From an optimization exercise on the open Yosys and OpenROAD flow, aimed at small area, a short achievable clock period and few clock cycles per item; shortcuts taken in it are not production practice. The RTL was checked by simulation tests, not by an equivalence proof against the original design. Power and IR drop assume default switching activity.

==> flow/design.v <==
package rss_pkg;
    localparam int SAMPLE_BITS = 16;
    localparam int COUNT_BITS  = 16;
    localparam logic [COUNT_BITS-1:0] COUNT_MAX = {COUNT_BITS{1'b1}};
    localparam int TOTAL_W = 16;
    localparam int MEAN_W  = 24;
    localparam int EXT_W   = 16;
    localparam int DEV_W   = 23;
    localparam int SUM_W   = SAMPLE_BITS + COUNT_BITS;
    localparam int SQ_W    = 2 * SAMPLE_BITS + COUNT_BITS;
    localparam int SQ_HALF = SQ_W / 2;
    localparam int MUL_W  = 32;
    localparam int PROD_W = 2 * MUL_W;
    localparam int ACC_W  = PROD_W + 2;
    localparam int MEAN_FRAC = 8;
    localparam int ROOT_FRAC = 8;
    localparam int D_W    = 62;
    localparam int NUM_W  = 64;
    localparam int ITER_W = (NUM_W + 2 * ROOT_FRAC) / 2;
    localparam int RAD_W  = 2 * ITER_W;
    localparam int REM_W  = ITER_W + 2;
    localparam int CNT_W  = $clog2(ITER_W + 1);
    localparam logic OP_DIV  = 1'b0;
    localparam logic OP_SQRT = 1'b1;
endpackage
import rss_pkg::*;
module rss_cs_unit
(
    input  logic                   clk,
    input  logic                   rst_n,
    input  logic                   cmd_start,
    input  logic                   cmd_op,
    input  logic [NUM_W-1:0]       opnd,
    input  logic [COUNT_BITS-1:0]  den,
    output logic                   stat_busy,
    output logic                   stat_done,
    output logic [ITER_W-1:0]      result
);
    logic [RAD_W-1:0]  src_reg;
    logic [REM_W-1:0]  rem_reg;
    logic [ITER_W-1:0] q_reg;
    logic [CNT_W-1:0]  cnt_reg;
    logic              op_reg;
    logic              busy_reg;
    logic              done_reg;
    logic [REM_W-1:0]  rem_shift;
    logic [REM_W-1:0]  trial;
    logic [REM_W:0]    diff;
    logic              fits;
    logic [REM_W-1:0]  rem_next;
    logic [ITER_W-1:0] q_next;
    logic [RAD_W-1:0]  src_next;
    always_comb
    begin
        if (op_reg == OP_SQRT)
        begin
            rem_shift = {rem_reg[REM_W-3:0], src_reg[RAD_W-1 -: 2]};
            trial     = {q_reg, 2'b01};
            src_next  = {src_reg[RAD_W-3:0], 2'b00};
        end
        else
        begin
            rem_shift = {rem_reg[REM_W-2:0], src_reg[RAD_W-1]};
            trial     = {{(REM_W-COUNT_BITS){1'b0}}, den};
            src_next  = {src_reg[RAD_W-2:0], 1'b0};
        end
        diff     = {1'b0, rem_shift} - {1'b0, trial};
        fits     = ~diff[REM_W];
        rem_next = fits ? diff[REM_W-1:0] : rem_shift;
        q_next   = {q_reg[ITER_W-2:0], fits};
    end
    always_ff @(posedge clk or negedge rst_n)
    begin
        if (!rst_n)
        begin
            src_reg  <= '0;
            rem_reg  <= '0;
            q_reg    <= '0;
            cnt_reg  <= '0;
            op_reg   <= OP_DIV;
            busy_reg <= 1'b0;
            done_reg <= 1'b0;
        end
        else
        begin
            done_reg <= 1'b0;
            if (cmd_start)
            begin
                op_reg   <= cmd_op;
                rem_reg  <= '0;
                q_reg    <= '0;
                cnt_reg  <= CNT_W'(ITER_W);
                busy_reg <= 1'b1;
                if (cmd_op == OP_SQRT)
                begin
                    src_reg <= {opnd, {(2*ROOT_FRAC){1'b0}}};
                end
                else
                begin
                    src_reg <= {opnd[ITER_W-1:0], {ITER_W{1'b0}}};
                end
            end
            else if (busy_reg)
            begin
                src_reg <= src_next;
                rem_reg <= rem_next;
                q_reg   <= q_next;
                cnt_reg <= cnt_reg - 1'b1;
                if (cnt_reg == CNT_W'(1))
                begin
                    busy_reg <= 1'b0;
                    done_reg <= 1'b1;
                end
            end
        end
    end
    assign stat_busy = busy_reg;
    assign stat_done = done_reg;
    assign result    = q_reg;
endmodule
import rss_pkg::*;
module running_sample_statistics
(
    input  logic                clk,
    input  logic                rst_n,
    input  logic                in_valid,
    output logic                in_stall,
    input  logic [15:0]         sample,
    output logic                out_valid,
    input  logic                out_stall,
    output logic [TOTAL_W-1:0]  sample_total,
    output logic [MEAN_W-1:0]   mean_value,
    output logic [EXT_W-1:0]    lowest_seen,
    output logic [EXT_W-1:0]    highest_seen,
    output logic [DEV_W-1:0]    std_deviation,
    output logic                dropped
);
    typedef enum logic [3:0] {
        ST_IDLE,
        ST_SQS,
        ST_UPDATE,
        ST_MAG,
        ST_MUL_S1,
        ST_MUL_LO,
        ST_MUL_HI,
        ST_ACC,
        ST_SQRT_GO,
        ST_SQRT_WAIT,
        ST_DEV_GO,
        ST_DEV_WAIT,
        ST_MEAN_GO,
        ST_MEAN_WAIT,
        ST_OUT
    } state_t;
    state_t                  state_reg;
    logic [SAMPLE_BITS-1:0]  sample_reg;
    logic [COUNT_BITS-1:0]   count_reg;
    logic [SUM_W-1:0]        sum_reg;
    logic [SQ_W-1:0]         square_sum_reg;
    logic [SAMPLE_BITS-1:0]  min_reg;
    logic [SAMPLE_BITS-1:0]  max_reg;
    logic [SUM_W-1:0]        mag_reg;
    logic [PROD_W-1:0]       prod_reg;
    logic [ACC_W-1:0]        acc_reg;
    logic                    drop_reg;
    logic [DEV_W-1:0]        dev_reg;
    logic [MEAN_W-1:0]       mean_reg;
    logic                    out_valid_reg;
    logic [TOTAL_W-1:0]      total_out_reg;
    logic [MEAN_W-1:0]       mean_out_reg;
    logic [EXT_W-1:0]        low_out_reg;
    logic [EXT_W-1:0]        high_out_reg;
    logic [DEV_W-1:0]        dev_out_reg;
    logic                    drop_out_reg;
    logic [SAMPLE_BITS-1:0]  smag;
    logic                    sum_neg;
    logic [MUL_W-1:0]        mul_a;
    logic [MUL_W-1:0]        mul_b;
    logic [NUM_W-1:0]        radicand;
    logic [MEAN_W-1:0]       quot_low;
    logic                    cmd_start;
    logic                    cmd_op;
    logic                    stat_busy;
    logic                    stat_done;
    logic [NUM_W-1:0]        opnd;
    logic [ITER_W-1:0]       result;
    assign smag    = sample_reg[SAMPLE_BITS-1] ? (~sample_reg + 1'b1) : sample_reg;
    assign sum_neg = sum_reg[SUM_W-1];
    assign radicand = acc_reg[ACC_W-1] ? '0 : {{(NUM_W-D_W){1'b0}}, acc_reg[D_W-1:0]};
    assign quot_low = result[MEAN_W-1:0];
    always_comb
    begin
        case (state_reg)
            ST_SQS:
            begin
                mul_a = MUL_W'(smag);
                mul_b = MUL_W'(smag);
            end
            ST_MUL_S1:
            begin
                mul_a = MUL_W'(mag_reg);
                mul_b = MUL_W'(mag_reg);
            end
            ST_MUL_LO:
            begin
                mul_a = MUL_W'(count_reg);
                mul_b = MUL_W'(square_sum_reg[SQ_HALF-1:0]);
            end
            ST_MUL_HI:
            begin
                mul_a = MUL_W'(count_reg);
                mul_b = MUL_W'(square_sum_reg[SQ_W-1:SQ_HALF]);
            end
            default:
            begin
                mul_a = '0;
                mul_b = '0;
            end
        endcase
    end
    always_comb
    begin
        cmd_start = 1'b0;
        cmd_op    = OP_DIV;
        opnd      = '0;
        case (state_reg)
            ST_SQRT_GO:
            begin
                cmd_start = 1'b1;
                cmd_op    = OP_SQRT;
                opnd      = radicand;
            end
            ST_DEV_GO:
            begin
                cmd_start = 1'b1;
                opnd      = NUM_W'(result);
            end
            ST_MEAN_GO:
            begin
                cmd_start = 1'b1;
                opnd      = NUM_W'({mag_reg, {MEAN_FRAC{1'b0}}});
            end
            default:
            begin
                cmd_start = 1'b0;
            end
        endcase
    end
    rss_cs_unit u_cs_unit (
        .clk    (clk),
        .rst_n  (rst_n),
        .cmd_start (cmd_start),
        .cmd_op    (cmd_op),
        .opnd   (opnd),
        .den    (count_reg),
        .stat_busy (stat_busy),
        .stat_done (stat_done),
        .result (result)
    );
    always_ff @(posedge clk or negedge rst_n)
    begin
        if (!rst_n)
        begin
            state_reg      <= ST_IDLE;
            sample_reg     <= '0;
            count_reg      <= '0;
            sum_reg        <= '0;
            square_sum_reg <= '0;
            min_reg        <= '0;
            max_reg        <= '0;
            mag_reg        <= '0;
            prod_reg       <= '0;
            acc_reg        <= '0;
            drop_reg       <= 1'b0;
            dev_reg        <= '0;
            mean_reg       <= '0;
            out_valid_reg  <= 1'b0;
            total_out_reg  <= '0;
            mean_out_reg   <= '0;
            low_out_reg    <= '0;
            high_out_reg   <= '0;
            dev_out_reg    <= '0;
            drop_out_reg   <= 1'b0;
        end
        else
        begin
            prod_reg <= mul_a * mul_b;
            if (out_valid_reg && !out_stall && state_reg != ST_OUT)
            begin
                out_valid_reg <= 1'b0;
            end
            case (state_reg)
                ST_IDLE:
                begin
                    if (in_valid)
                    begin
                        sample_reg <= sample[SAMPLE_BITS-1:0];
                        state_reg  <= ST_SQS;
                    end
                end
                ST_SQS:
                begin
                    state_reg <= ST_UPDATE;
                end
                ST_UPDATE:
                begin
                    drop_reg <= (count_reg == COUNT_MAX);
                    if (count_reg != COUNT_MAX)
                    begin
                        if (count_reg == '0)
                        begin
                            min_reg <= sample_reg;
                            max_reg <= sample_reg;
                        end
                        else
                        begin
                            if ($signed(sample_reg) < $signed(min_reg))
                            begin
                                min_reg <= sample_reg;
                            end
                            if ($signed(sample_reg) > $signed(max_reg))
                            begin
                                max_reg <= sample_reg;
                            end
                        end
                        count_reg      <= count_reg + 1'b1;
                        sum_reg        <= sum_reg + {{(SUM_W-SAMPLE_BITS){sample_reg[SAMPLE_BITS-1]}},
                                                     sample_reg};
                        square_sum_reg <= square_sum_reg + SQ_W'(prod_reg[2*SAMPLE_BITS-1:0]);
                    end
                    state_reg <= ST_MAG;
                end
                ST_MAG:
                begin
                    mag_reg   <= sum_neg ? (~sum_reg + 1'b1) : sum_reg;
                    state_reg <= ST_MUL_S1;
                end
                ST_MUL_S1:
                begin
                    state_reg <= ST_MUL_LO;
                end
                ST_MUL_LO:
                begin
                    acc_reg   <= '0 - ACC_W'(prod_reg);
                    state_reg <= ST_MUL_HI;
                end
                ST_MUL_HI:
                begin
                    acc_reg   <= acc_reg + ACC_W'(prod_reg);
                    state_reg <= ST_ACC;
                end
                ST_ACC:
                begin
                    acc_reg   <= acc_reg + (ACC_W'(prod_reg) << SQ_HALF);
                    state_reg <= ST_SQRT_GO;
                end
                ST_SQRT_GO:
                begin
                    state_reg <= ST_SQRT_WAIT;
                end
                ST_SQRT_WAIT:
                begin
                    if (stat_done)
                    begin
                        state_reg <= ST_DEV_GO;
                    end
                end
                ST_DEV_GO:
                begin
                    state_reg <= ST_DEV_WAIT;
                end
                ST_DEV_WAIT:
                begin
                    if (stat_done)
                    begin
                        dev_reg   <= result[DEV_W-1:0];
                        state_reg <= ST_MEAN_GO;
                    end
                end
                ST_MEAN_GO:
                begin
                    state_reg <= ST_MEAN_WAIT;
                end
                ST_MEAN_WAIT:
                begin
                    if (stat_done)
                    begin
                        mean_reg  <= sum_neg ? ('0 - quot_low) : quot_low;
                        state_reg <= ST_OUT;
                    end
                end
                ST_OUT:
                begin
                    if (!out_valid_reg || !out_stall)
                    begin
                        out_valid_reg <= 1'b1;
                        total_out_reg <= TOTAL_W'(count_reg);
                        mean_out_reg  <= mean_reg;
                        low_out_reg   <= EXT_W'(min_reg);
                        high_out_reg  <= EXT_W'(max_reg);
                        dev_out_reg   <= dev_reg;
                        drop_out_reg  <= drop_reg;
                        state_reg     <= ST_IDLE;
                    end
                end
                default:
                begin
                    state_reg <= ST_IDLE;
                end
            endcase
        end
    end
    assign in_stall      = (state_reg != ST_IDLE);
    assign out_valid     = out_valid_reg;
    assign sample_total  = total_out_reg;
    assign mean_value    = mean_out_reg;
    assign lowest_seen   = low_out_reg;
    assign highest_seen  = high_out_reg;
    assign std_deviation = dev_out_reg;
    assign dropped       = drop_out_reg;
endmodule
==> flow/run.sh <==
#!/bin/bash
# synth_recipe.tcl (not shown) runs the flow's synth.tcl, then flattens the netlist and writes it again
# the make line also repeats each setting of config.mk as NAME=value (left out here)
make -C /OpenROAD-flow-scripts/flow DESIGN_CONFIG=/design/flow/config.mk WORK_HOME=/design/flow/orfs CLKGATE_MAP_FILE= SYNTH_SCRIPT=/design/flow/synth_recipe.tcl finish
==> flow/config.mk <==
export PLATFORM = sky130hd
export DESIGN_NAME = running_sample_statistics
export DESIGN_NICKNAME = running_sample_statistics
export VERILOG_FILES = /design/flow/design.v
export SDC_FILE = /design/flow/constraint.sdc
export NUM_CORES = 4
export LEC_CHECK = 0
export CAP_MARGIN = 20
export CORE_MARGIN = 2
export CORE_UTILIZATION = 40
export SLEW_MARGIN = 20
==> flow/constraint.sdc <==
create_clock -name core_clock -period 11.0 [get_ports {clk}]
set_input_delay 2.2000 -clock core_clock [delete_from_list [all_inputs] [get_ports {clk}]]
set_output_delay 2.2000 -clock core_clock [all_outputs]
set_load 0.01 [all_outputs]
==> impl_metrics.csv <==
group,metric,value,unit
synth,synth_ff_type,"dfrtp_1",
grt,grt_max_degree,175,
floorplanning,die_y,429,um
floorplanning,die-area,184000,um^2
power,ir_worst_vdd,0.000228,V
grt,grt_pass1_vias,60600,
synth,ys_top_cells_by_count,"inv_1, nand2_1, fa_1",
power,power.leakage,40.7,nW
run_status,outcome,"finished clean",
timing,setup_viol,0,
floorplanning,pin_count,118,
synth,synth_adder_area_share,33.8,%
place,numPortBuffers,117,
floorplanning,fp.dieW,429,um
grt,grt_pass1_wl,386,mm
timing,fin_crit_sh,97.8,%
final_layout,nFillCells,17600,
synth,synth_edf_count,0,
place,dp.cells,10500,
setup_path,crit_fanout,9,
final_layout,stdcell_count,10600,
synth,yosysTopAreaCell,"fa_1",
synth,yosys.area.top_type_share,24.9,%
final_layout,drive_gt1_share,7.85,%
routing,postRouteAntennaNets,0,
setup_path,worstSetupPathType,"reg -> reg",
final_layout,regArea,15200,um^2
routing,routedWlPerCell,23.9,um
final_layout,multi_input_area,51500,um^2
clocking,clock-sinks,609,
setup_path,end_kind,"flip-flop",
final_layout,largest_register_ffs,66,
setup_path,arrival,11320,ps
routing,drt-initial-drc-count,5435,
final_layout,final_area,79600,um^2
setup_path,startpoint_type,"flip-flop",
synth,synth_top_family_by_area,"adder cells",
timing,slew_viol_final,0,
floorplanning,rows,156,
final_layout,area_growth,10.0,%
grt,grtUsageTotal,27.5,%
place,dp_hpwl,200,mm
timing,finalHoldViolCount,0,
synth,synth_compound_area_share,14.0,%
setup_path,slowest_stage,"fa_1",
routing,drc_errors,0,
grt,grt_antenna_before_repair,9,
timing,rsz0062_at_grt,"no",
setup_path,path_common_cell,"fa_1",
setup_path,crit_required,11560,ps
timing,finClkSkew,33.7,ps
routing,first_pass_iters,8,
run,max_cap_viol_count,0,
timing,setup_tns,0,ps
hold_path,worstHoldPathType,"reg -> reg",
setup_path,cpPeakStageDelay,630,ps
grt,gr-total-overflow,0,
synth,synth_cells,8177,
timing,whs,476,ps
clocking,clkTransAtPathRegs,60,ps
timing,fin_ws,240,ps
place,routabilityCongestion,1.00,
place,pre_cts_ws,-52.6,ps
timing,max_freq,92.9,MHz
synth,synth.top_cells.by_area,"fa_1, dfrtp_1, ha_1",
timing,worst_pin_slew,1140,ps
clocking,cts-root-buf,"clkbuf_16",
synth,yosysSeqAreaShare,21.1,%
clocking,clk_latency,680,ps
floorplanning,coreArea,180000,um^2
floorplanning,initial_utilization,40.1,%
synth,synth_nets,9610,
routing,via_per_inst,5.67,
clocking,cts_htree_levels,3,
power,fin_total_pwr,17.8,mW
clocking,cts_buffers,72,
synth,avgSynthCellArea,8.84,um^2
final_layout,post-route-util,44.2,%
synth,async_reset_ff_share,100,%
timing,max-slew-margin-rel,24.1,%
final_layout,final_nets,9621,
synth,mappedNetlistArea,72300,um^2
synth,yosysWarnings,2,
routing,vias,60200,
synth,yosysMostFrequentCell,"inv_1",
synth,ys_seq_elements,609,
clocking,cts_tree,"built",
synth,synthSimpleGateAreaFrac,14.1,%
routing,wirelength,254,mm
synth,ys_types,90,
hold_path,holdPathStages,2,
place,dpl_cell_area,77100,um^2
timing,min_period,10760,ps
synth,synthXorXnorAreaFrac,4.69,%
power,power_density,224,nW/um^2
setup_path,r2r_cells,34,
clocking,clockBufferDepth,3,
synth,synth_mux_area_share,4.29,%
-- layout make-up --
| cell class | count | share of cell area [%] |
|---|---|---|
| multi-input cells | 6012 | 64.7 |
| flip-flops and latches | 609 | 19.2 |
| inverters | 1117 | 5.27 |
| repair buffers | 376 | 4.08 |
| well taps | 2370 | 3.73 |
| clock buffers | 100 | 2.56 |
| clock inverters | 29 | 0.483 |
| diodes | 2 | 0.00629 |
-- power breakdown --
part	internal, mW	leakage, nW	switching, mW	total [mW]
registers	2.92	8.07	1.03	3.95
logic	4.39	31.5	6.96	11.3
clock network	1.45	1.17	1.05	2.49
total	8.75	40.7	9.04	17.8
-- cell families after synthesis --
group	Yosys count
AO/OA/AOI/OAI	1602
XOR/XNOR	387
multiplexers	286
buffers and inverters	1556
adder cells (fa/ha/maj)	1413
AND/OR/NAND/NOR	2324
flip-flops	609
-- routing by layer --
| layer | GRT usage, % | share of wire (%) | up-vias |
|---|---|---|---|
| met1 | 38.8 | 44 | 30400 |
| li1 | - | - | 26900 |
| met2 | 42.0 | 44 | 2381 |
| met3 | 4.89 | 7.8 | 483 |
| met4 | 10.5 | 4.6 | 16 |
| met5 | 0 | 0.041 | - |
-- worst max-delay path: cells and delay by family, from the launching register on --
family	cells	cell delay, ps
adder cells (fa/ha/maj)	9	4540
AO/OA/AOI/OAI	7	2490
XOR/XNOR	2	270
AND/OR/NAND/NOR	9	2050
buffers and inverters	7	810
flip-flops	1	490
-- layout by cell type, fill, tap and decap left out, types with 97 or more instances in the layout --
master	n
mux2i_1	97
xor2_1	199
inv_1	1109
mux2_2	189
ha_1	512
a21oi_1	437
buf_4	248
nor2_1	695
a21o_1	172
clkdlybuf4s50_1	116
dfrtp_1	606
nand2_1	1026
fa_1	901
xnor2_1	188
o21ai_0	446
-- worst paths after layout --
| check | endpoint | start | slack, ps |
|---|---|---|---|
| worst max-delay path | prod_reg[61] | sample_reg[2] | 240 |
| worst min-delay path | high_out_reg[14] | high_out_reg[14] | 480 |
| worst max register to register | prod_reg[61] | sample_reg[2] | 240 |
| worst min register to register | high_out_reg[14] | high_out_reg[14] | 480 |
| max in group asynchronous | sum_reg[31] | rst_n | 7920 |
| min in group asynchronous | dev_out_reg[18] | rst_n | 1550 |
-- what timing repair did --
action | in CTS | in global routing
gates resized for setup | 2 | 4
buffers inserted | 0 | 0
hold buffers | 0 | 0
endpoints found under the setup margin | 2 | 10
endpoints found under the hold margin | 0 | 0
Testbench counts, summed over its fixed seeds: cycles 276,488, items 2,048.

## static timing again, ports no longer ideal
The results above use ideal ports. As a check the final layout listed here was re-extracted and re-timed, cells and wires unchanged.
Step 1, drivers: a clkbuf_16 drives clk and a buf_2 each remaining input, both assumed.
Step 2, shift: input delay + t, output delay - t, t = (earliest + latest rising clock arrival at the registers) / 2. This alone moves slack from input paths to output paths.
a / b / c = ideal / step 1 / step 2; a / b = the first two.
t (ns): 0.718
slack for setup (ns): 0.240 / 0.240 / 0.240
worst setup path at the end: register to register
pins driven straight from the clock port: 1
After both steps setup and hold are still met in this run. The setup slack of this run moves by 0.000 ns with the drivers and by 0.000 ns with both steps.
